This design comes from an exercise in tuning for small area on the open sky130 flow, not from production work.
Only simulation tests tie the RTL to the original design; equivalence was not proved.
Power figures rest on the tool's default switching activity, not on a simulated workload.

==> flow/design.v <==
package b58enc_pkg;
    localparam int MAX_BYTES_DEF   = 32;
    localparam int DIGIT_SLOTS_DEF = 44;
    localparam int RADIX   = 58;
    localparam int BYTE_W  = 8;
    localparam int DIGIT_W = 6;
    localparam int CHAR_W  = 7;
    localparam int CNT_W   = 6;
    localparam logic [RADIX*8-1:0] ALPHABET =
        "123456789ABCDEFGHJKLMNPQRSTUVWXYZabcdefghijkmnopqrstuvwxyz";
    function automatic logic [CHAR_W-1:0] b58_char(input logic [DIGIT_W-1:0] d);
        logic [7:0] c;
        c = ALPHABET[(RADIX - 1 - d) * 8 +: 8];
        b58_char = c[CHAR_W-1:0];
    endfunction
    function automatic logic [CNT_W-1:0] cnt_next(input logic [CNT_W-1:0] s);
        cnt_next = {s[4:0], ~(s[5] ^ s[4])};
    endfunction
    function automatic logic [CNT_W-1:0] cnt_prev(input logic [CNT_W-1:0] s);
        cnt_prev = {~(s[0] ^ s[5]), s[5:1]};
    endfunction
    function automatic logic [CNT_W-1:0] cnt_at(input int k);
        logic [CNT_W-1:0] s;
        s = '0;
        for (int i = 0; i < k; i++) begin
            s = cnt_next(s);
        end
        cnt_at = s;
    endfunction
endpackage
module b58enc_divmod (
    input  logic [b58enc_pkg::DIGIT_W-1:0] i_digit,
    input  logic                           i_carry,
    output logic [b58enc_pkg::DIGIT_W-1:0] o_digit,
    output logic                           o_carry
);
    logic [b58enc_pkg::DIGIT_W:0] t;
    always_comb begin
        t       = {i_digit, i_carry};
        o_carry = (t >= 7'(b58enc_pkg::RADIX));
        o_digit = o_carry ? b58enc_pkg::DIGIT_W'(t - 7'(b58enc_pkg::RADIX))
                          : b58enc_pkg::DIGIT_W'(t);
    end
endmodule
module b58enc_ram #(
    parameter int WIDTH = b58enc_pkg::DIGIT_W,
    parameter int DEPTH = b58enc_pkg::DIGIT_SLOTS_DEF
) (
    input  logic             i_clk,
    input  logic [WIDTH-1:0] i_wdata,
    output logic [WIDTH-1:0] o_rdata
);
    logic [WIDTH*DEPTH-1:0] r_sr;
    always_ff @(posedge i_clk) begin
        r_sr <= {r_sr[WIDTH*(DEPTH-1)-1:0], i_wdata};
    end
    assign o_rdata = r_sr[WIDTH*DEPTH-1 -: WIDTH];
endmodule
module base58_encoder_unit (
    input  logic                          i_clk,
    input  logic                          i_rst_n,
    input  logic                          i_in_valid,
    output logic                          o_in_ready,
    input  logic [b58enc_pkg::BYTE_W-1:0] i_in_data_byte,
    input  logic                          i_in_last_byte,
    output logic                          o_out_valid,
    input  logic                          i_out_ready,
    output logic [b58enc_pkg::CHAR_W-1:0] o_out_char,
    output logic                          o_out_last_char,
    output logic                          o_out_overflow
);
    localparam int N  = b58enc_pkg::DIGIT_SLOTS_DEF;
    localparam int DW = b58enc_pkg::DIGIT_W;
    localparam int CW = b58enc_pkg::CNT_W;
    localparam logic [CW-1:0] C_ZERO = b58enc_pkg::cnt_at(0);
    localparam logic [CW-1:0] C_LAST = b58enc_pkg::cnt_at(N - 1);
    localparam logic [CW-1:0] C_FULL = b58enc_pkg::cnt_at(b58enc_pkg::MAX_BYTES_DEF);
    typedef enum logic [1:0] {
        S_IN, S_SCAN, S_OUT
    } t_state;
    t_state          r_state;
    logic [CW-1:0]   r_pos;      
    logic [2:0]      r_bit;      
    logic            r_run;      
    logic            r_carry;
    logic [CW-1:0]   r_cnt;      
    logic [CW-1:0]   r_zp;       
    logic            r_inzp;     
    logic            r_ovf;
    logic            r_out_valid;
    logic [DW-1:0]   r_out_digit;
    logic [DW-1:0]   ring_out;
    logic [DW-1:0]   ring_in;
    logic [DW-1:0]   fold_in;
    logic [DW-1:0]   fold_out;
    logic            fold_cin;
    logic            fold_cout;
    logic            pos_first;
    logic            pos_last;
    logic [CW-1:0]   pos_inc;
    logic [CW-1:0]   zp_inc;
    logic            drop;
    logic            fold_en;
    logic            in_ready;
    logic            out_free;
    b58enc_ram #(
        .WIDTH (DW),
        .DEPTH (N)
    ) u_digits (
        .i_clk   (i_clk),
        .i_wdata (ring_in),
        .o_rdata (ring_out)
    );
    b58enc_divmod u_fold (
        .i_digit (fold_in),
        .i_carry (fold_cin),
        .o_digit (fold_out),
        .o_carry (fold_cout)
    );
    always_comb begin
        pos_first = (r_pos == C_ZERO);
        pos_last  = (r_pos == C_LAST);
        pos_inc   = b58enc_pkg::cnt_next(r_pos);
        zp_inc    = b58enc_pkg::cnt_next(r_zp);
        drop      = (r_cnt == C_FULL);
        fold_en   = (r_state == S_IN) && i_in_valid && !drop && (r_run || pos_first);
        fold_in   = (r_inzp && (r_bit == '0)) ? '0 : ring_out;
        fold_cin  = pos_first ? i_in_data_byte[~r_bit] : r_carry;
        ring_in   = fold_en ? fold_out : ring_out;
        in_ready  = (r_state == S_IN) && pos_last && (drop || (r_run && (r_bit == 3'd7)));
        out_free  = !r_out_valid || i_out_ready;
    end
    assign o_in_ready      = in_ready;
    assign o_out_valid     = r_out_valid;
    assign o_out_char      = b58enc_pkg::b58_char(r_out_digit);
    assign o_out_last_char = (r_cnt == C_ZERO);
    assign o_out_overflow  = r_ovf;
    always_ff @(posedge i_clk) begin
        r_carry <= fold_cout;
        if (!i_rst_n) begin
            r_state     <= S_IN;
            r_pos       <= C_ZERO;
            r_bit       <= '0;
            r_run       <= 1'b0;
            r_cnt       <= C_ZERO;
            r_zp        <= C_ZERO;
            r_inzp      <= 1'b1;
            r_ovf       <= 1'b0;
            r_out_valid <= 1'b0;
        end else begin
            r_pos <= pos_last ? C_ZERO : pos_inc;
            r_run <= fold_en && !pos_last;
            if (fold_en && pos_last) begin
                r_bit <= r_bit + 3'd1;
            end
            if (i_out_ready) begin
                r_out_valid <= 1'b0;
            end
            unique case (r_state)
                S_IN: begin
                    if (in_ready && i_in_valid) begin
                        if (drop) begin
                            r_ovf <= 1'b1;
                        end else begin
                            r_cnt <= b58enc_pkg::cnt_next(r_cnt);
                            if (r_inzp && (i_in_data_byte == '0)) begin
                                r_zp <= zp_inc;
                            end else begin
                                r_inzp <= 1'b0;
                            end
                        end
                        if (i_in_last_byte) begin
                            r_state <= S_SCAN;
                        end
                    end
                end
                S_SCAN: begin
                    r_zp <= zp_inc;
                    if (ring_out != '0) begin
                        r_cnt <= zp_inc;
                    end
                    if (pos_last) begin
                        r_state <= S_OUT;
                    end
                end
                S_OUT: begin
                    if (r_cnt == C_ZERO) begin
                        if (out_free) begin
                            r_zp    <= C_ZERO;
                            r_inzp  <= 1'b1;
                            r_ovf   <= 1'b0;
                            r_state <= S_IN;
                        end
                    end else if (out_free && (pos_inc == r_cnt)) begin
                        r_out_valid <= 1'b1;
                        r_out_digit <= ring_out;
                        r_cnt       <= b58enc_pkg::cnt_prev(r_cnt);
                    end
                end
                default: begin
                    r_state <= S_IN;
                end
            endcase
        end
    end
endmodule
export LEC_CHECK = 0
export CAP_MARGIN = 20
export CORE_MARGIN = 2
export CORE_UTILIZATION = 65
export SLEW_MARGIN = 20
create_clock -name core_clock -period 12.0 [get_ports {i_clk}]
standard.sh (not shown) runs the stock make flow with config.mk's settings and CLKGATE_MAP_FILE= SYNTH_SCRIPT=/design/flow/synth_recipe.tcl, a recipe that flattens the netlist after the stock synthesis.
==> flow/flow/run.sh <==
#!/bin/bash
# Own layout flow: the standard synthesis, then its combinational logic re-mapped for
# area (flip-flops untouched), then the standard ORFS flow from floorplan to finish with
# small port buffers and no dummy clock loads. Each tool's output goes to a log here.
set -euo pipefail
W=$(pwd)
R=$W/orfs/results/$FLOW_PLATFORM/base58_encoder_unit/base
L=$W/orfs/logs/$FLOW_PLATFORM/base58_encoder_unit/base

bash standard.sh synth > "$W/log_1_standard_synth.log" 2>&1

cp "$R/1_2_yosys.v" "$W/standard_1_2_yosys.v"
export REMAP_LIB=$FLOW_HOME/platforms/$FLOW_PLATFORM/lib/sky130_fd_sc_hd__tt_025C_1v80.lib
export REMAP_DIR=$W/flow
export REMAP_IN=$W/standard_1_2_yosys.v
export REMAP_OUT=$W/remapped_1_2_yosys.v
REMAP_DONT_USE=""
for c in $(grep -oE -- "-dont_use [A-Za-z0-9_]+" "$L/1_2_yosys.log" | awk '{print $2}' | sort -u); do
  REMAP_DONT_USE="$REMAP_DONT_USE -dont_use $c"
done
export REMAP_DONT_USE
yosys -c "$W/flow/remap.tcl" > "$W/log_2_remap.log" 2>&1

if yosys -c "$W/flow/equiv.tcl" > "$W/log_2_equiv.log" 2>&1; then
  cp "$REMAP_OUT" "$R/1_2_yosys.v"
fi
rm -f "$R/1_synth.odb" "$R/1_synth.sdc"
touch "$R/1_2_yosys.v"

CTS="-sink_clustering_enable -repair_clock_nets -dont_use_dummy_load"
CTS="$CTS -buf_list ${OWN_CTS_BUF:-sky130_fd_sc_hd__clkbuf_16}"
CTS="$CTS -sink_clustering_size ${OWN_CTS_SIZE:-36} -sink_clustering_max_diameter ${OWN_CTS_DIAM:-60}"
bash standard.sh "CTS_ARGS=$CTS" "BUFFER_PORTS_ARGS=-buffer_cell sky130_fd_sc_hd__buf_1" finish \
  > "$W/log_3_standard_finish.log" 2>&1
Other scripts of this flow, unchanged in this note and not shown: flow/flow/equiv.tcl, flow/flow/ff_models.v, flow/flow/ff_stubs.v, flow/flow/remap.abc, flow/flow/remap.tcl
Change:
--- a/flow/flow/run.sh
+++ b/flow/flow/run.sh
@@ -29,6 +29,6 @@
 
 CTS="-sink_clustering_enable -repair_clock_nets -dont_use_dummy_load"
-CTS="$CTS -buf_list ${OWN_CTS_BUF:-sky130_fd_sc_hd__clkbuf_16}"
-CTS="$CTS -sink_clustering_size ${OWN_CTS_SIZE:-36} -sink_clustering_max_diameter ${OWN_CTS_DIAM:-60}"
+CTS="$CTS -buf_list ${OWN_CTS_BUF:-sky130_fd_sc_hd__clkbuf_8}"
+CTS="$CTS -sink_clustering_size ${OWN_CTS_SIZE:-18} -sink_clustering_max_diameter ${OWN_CTS_DIAM:-50}"
 bash standard.sh "CTS_ARGS=$CTS" "BUFFER_PORTS_ARGS=-buffer_cell sky130_fd_sc_hd__buf_1" finish \
   > "$W/log_3_standard_finish.log" 2>&1
Outcome: The changed run completed with no timing, DRC or antenna violations; combinational power hardly moves; die area does not change; cell count went up slightly; utilization falls by 0.70 points; wire length went down slightly; area after synthesis is unchanged; non-clock buffer count is unchanged; via count goes up slightly; global-route usage increases by 0.14 points.


## run A
base58_encoder_unit, a different RTL version from the one above (not shown whole).
Size: roughly 510 cells after synthesis, roughly 24 I/O pins.
==> flow/config.mk <==
export PLATFORM = sky130hd
export DESIGN_NAME = base58_encoder_unit
export DESIGN_NICKNAME = base58_encoder_unit
export VERILOG_FILES = /design/flow/design.v
export SDC_FILE = /design/flow/constraint.sdc
export NUM_CORES = 4
export LEC_CHECK = 0
export CAP_MARGIN = 20
export CORE_MARGIN = 2
export CORE_UTILIZATION = 65
export SLEW_MARGIN = 20
==> flow/constraint.sdc <==
create_clock -name core_clock -period 12.0 [get_ports {i_clk}]
set_input_delay 2.4000 -clock core_clock [delete_from_list [all_inputs] [get_ports {i_clk}]]
set_output_delay 2.4000 -clock core_clock [all_outputs]
set_load 0.01 [all_outputs]
==> flow/flow/run.sh <==
#!/bin/bash
# Own layout flow: the standard synthesis, then its combinational logic re-mapped for
# area (flip-flops untouched; several ABC runs, the smallest that is proven equivalent to the
# standard netlist is kept), then the standard ORFS flow from floorplan to finish with small
# port buffers and no dummy clock loads. Each tool's output goes to a log here.
set -euo pipefail
W=$(pwd)
R=$W/orfs/results/$FLOW_PLATFORM/base58_encoder_unit/base
L=$W/orfs/logs/$FLOW_PLATFORM/base58_encoder_unit/base

bash standard.sh synth > "$W/log_1_standard_synth.log" 2>&1

cp "$R/1_2_yosys.v" "$W/standard_1_2_yosys.v"
export REMAP_LIB=$FLOW_HOME/platforms/$FLOW_PLATFORM/lib/sky130_fd_sc_hd__tt_025C_1v80.lib
export REMAP_DIR=$W/flow
export REMAP_IN=$W/standard_1_2_yosys.v
REMAP_DONT_USE=""
for c in $(grep -oE -- "-dont_use [A-Za-z0-9_]+" "$L/1_2_yosys.log" | awk '{print $2}' | sort -u); do
  REMAP_DONT_USE="$REMAP_DONT_USE -dont_use $c"
done
export REMAP_DONT_USE

# one ABC run per seed, in parallel
for s in 1 2 3 4; do
  sed "s/@SEED@/$s/" "$W/flow/remap.abc" > "$W/remap_$s.abc"
  REMAP_ABC=$W/remap_$s.abc REMAP_OUT=$W/remapped_$s.v \
    yosys -c "$W/flow/remap.tcl" > "$W/log_2_remap_$s.log" 2>&1 &
done
wait || true

best=""
best_area=""
for s in 1 2 3 4; do
  f=$W/remapped_$s.v
  [[ -f $f.stat ]] || continue
  a=$(awk '/Chip area/ {print $NF}' "$f.stat")
  if REMAP_OUT=$f yosys -c "$W/flow/equiv.tcl" > "$W/log_2_equiv_$s.log" 2>&1; then
    if [[ -z $best ]] || awk -v a="$a" -v b="$best_area" 'BEGIN {exit !(a < b)}'; then
      best=$f
      best_area=$a
    fi
  fi
done
echo "re-mapped netlist kept: ${best:-none (standard netlist kept)} ${best_area}" > "$W/log_2_remap_choice.log"
if [[ -n $best ]]; then
  cp "$best" "$R/1_2_yosys.v"
fi
rm -f "$R/1_synth.odb" "$R/1_synth.sdc"
touch "$R/1_2_yosys.v"

CTS="-sink_clustering_enable -repair_clock_nets -dont_use_dummy_load"
CTS="$CTS -buf_list sky130_fd_sc_hd__clkbuf_8"
CTS="$CTS -sink_clustering_size 24 -sink_clustering_max_diameter 60"
bash standard.sh "CTS_ARGS=$CTS" "BUFFER_PORTS_ARGS=-buffer_cell sky130_fd_sc_hd__buf_1" finish \
  > "$W/log_3_standard_finish.log" 2>&1
Other scripts of this flow, unchanged in this note and not shown: flow/flow/equiv.tcl, flow/flow/ff_models.v, flow/flow/ff_stubs.v, flow/flow/remap.abc, flow/flow/remap.tcl
Run A finished every step from synthesis to the final layout, and the layout passed the timing, design-rule and antenna checks.
Input-level comparison between run B and run A:
diff --git a/flow/flow/run.sh b/flow/flow/run.sh
--- a/flow/flow/run.sh
+++ b/flow/flow/run.sh
@@ -4,3 +4,3 @@
 # standard netlist is kept), then the standard ORFS flow from floorplan to finish with small
-# port buffers and no dummy clock loads. Each tool's output goes to a log here.
+# port buffers, no dummy clock loads and a small clock root buffer. Each tool's output goes to a log here.
 set -euo pipefail
@@ -51,4 +51,4 @@
 CTS="-sink_clustering_enable -repair_clock_nets -dont_use_dummy_load"
-CTS="$CTS -buf_list sky130_fd_sc_hd__clkbuf_8"
-CTS="$CTS -sink_clustering_size 24 -sink_clustering_max_diameter 60"
+CTS="$CTS -buf_list sky130_fd_sc_hd__clkbuf_8 -root_buf sky130_fd_sc_hd__clkbuf_4"
+CTS="$CTS -sink_clustering_size 22 -sink_clustering_max_diameter 60"
 bash standard.sh "CTS_ARGS=$CTS" "BUFFER_PORTS_ARGS=-buffer_cell sky130_fd_sc_hd__buf_1" finish \
Notes after the runs:
Run A has higher worst-case setup margin in the final layout than run B.
Going from run A to run B, final critical-path share of the clock period went up 0.37 points, combinational share of power held.
Changes in run C relative to run B:
diff --git a/flow/flow/run.sh b/flow/flow/run.sh
--- a/flow/flow/run.sh
+++ b/flow/flow/run.sh
@@ -4,3 +4,3 @@
 # standard netlist is kept), then the standard ORFS flow from floorplan to finish with small
-# port buffers, no dummy clock loads and a small clock root buffer. Each tool's output goes to a log here.
+# port buffers and no dummy clock loads. Each tool's output goes to a log here.
 set -euo pipefail
@@ -51,4 +51,4 @@
 CTS="-sink_clustering_enable -repair_clock_nets -dont_use_dummy_load"
-CTS="$CTS -buf_list sky130_fd_sc_hd__clkbuf_8 -root_buf sky130_fd_sc_hd__clkbuf_4"
-CTS="$CTS -sink_clustering_size 22 -sink_clustering_max_diameter 60"
+CTS="$CTS -buf_list sky130_fd_sc_hd__clkbuf_8"
+CTS="$CTS -sink_clustering_size 20 -sink_clustering_max_diameter 60"
 bash standard.sh "CTS_ARGS=$CTS" "BUFFER_PORTS_ARGS=-buffer_cell sky130_fd_sc_hd__buf_1" finish \
==> comparison <==
- | maximum number of pins on one net before global-route repair | run C vs run B | 2 lower |
- From run B to run C the numbers moved as follows: final design utilization saw an increase; total detailed-routing wirelength saw little to no change.

## what the ideal ports hide
The flow's constraints put no driver on any port. The routed layouts listed below were extracted and timed again, unchanged, in two steps.
Step 1 assumes that a clkbuf_16 drives the clock port and a buf_2 every other input.
Step 2 adds t to the input delays and takes it off the output delays; t is the mean of the earliest and latest rising clock arrival at the registers after step 1. Input paths then give back, and output paths get back, about the clock's delay inside the block.
Slacks: no drivers / after step 1 / after step 2; pairs: no drivers / after step 1.
| run | shift t [ns] | setup slack, ns | latest minus earliest clock arrival (ns) |
|---|---|---|---|
| the first run of note 1 | 0.490 | 6.484 / 6.447 / 6.936 | 0.069 / 0.069 |
| the second run of note 1 | 0.518 | 6.417 / 6.383 / 6.901 | 0.035 / 0.035 |
| run A | 0.516 | 5.894 / 5.861 / 6.377 | 0.037 / 0.037 |
| run B | 0.593 | 5.849 / 5.818 / 6.411 | 0.052 / 0.052 |
| run C | 0.518 | 5.947 / 5.914 / 6.432 | 0.046 / 0.047 |
After both steps every run listed still meets setup and hold.
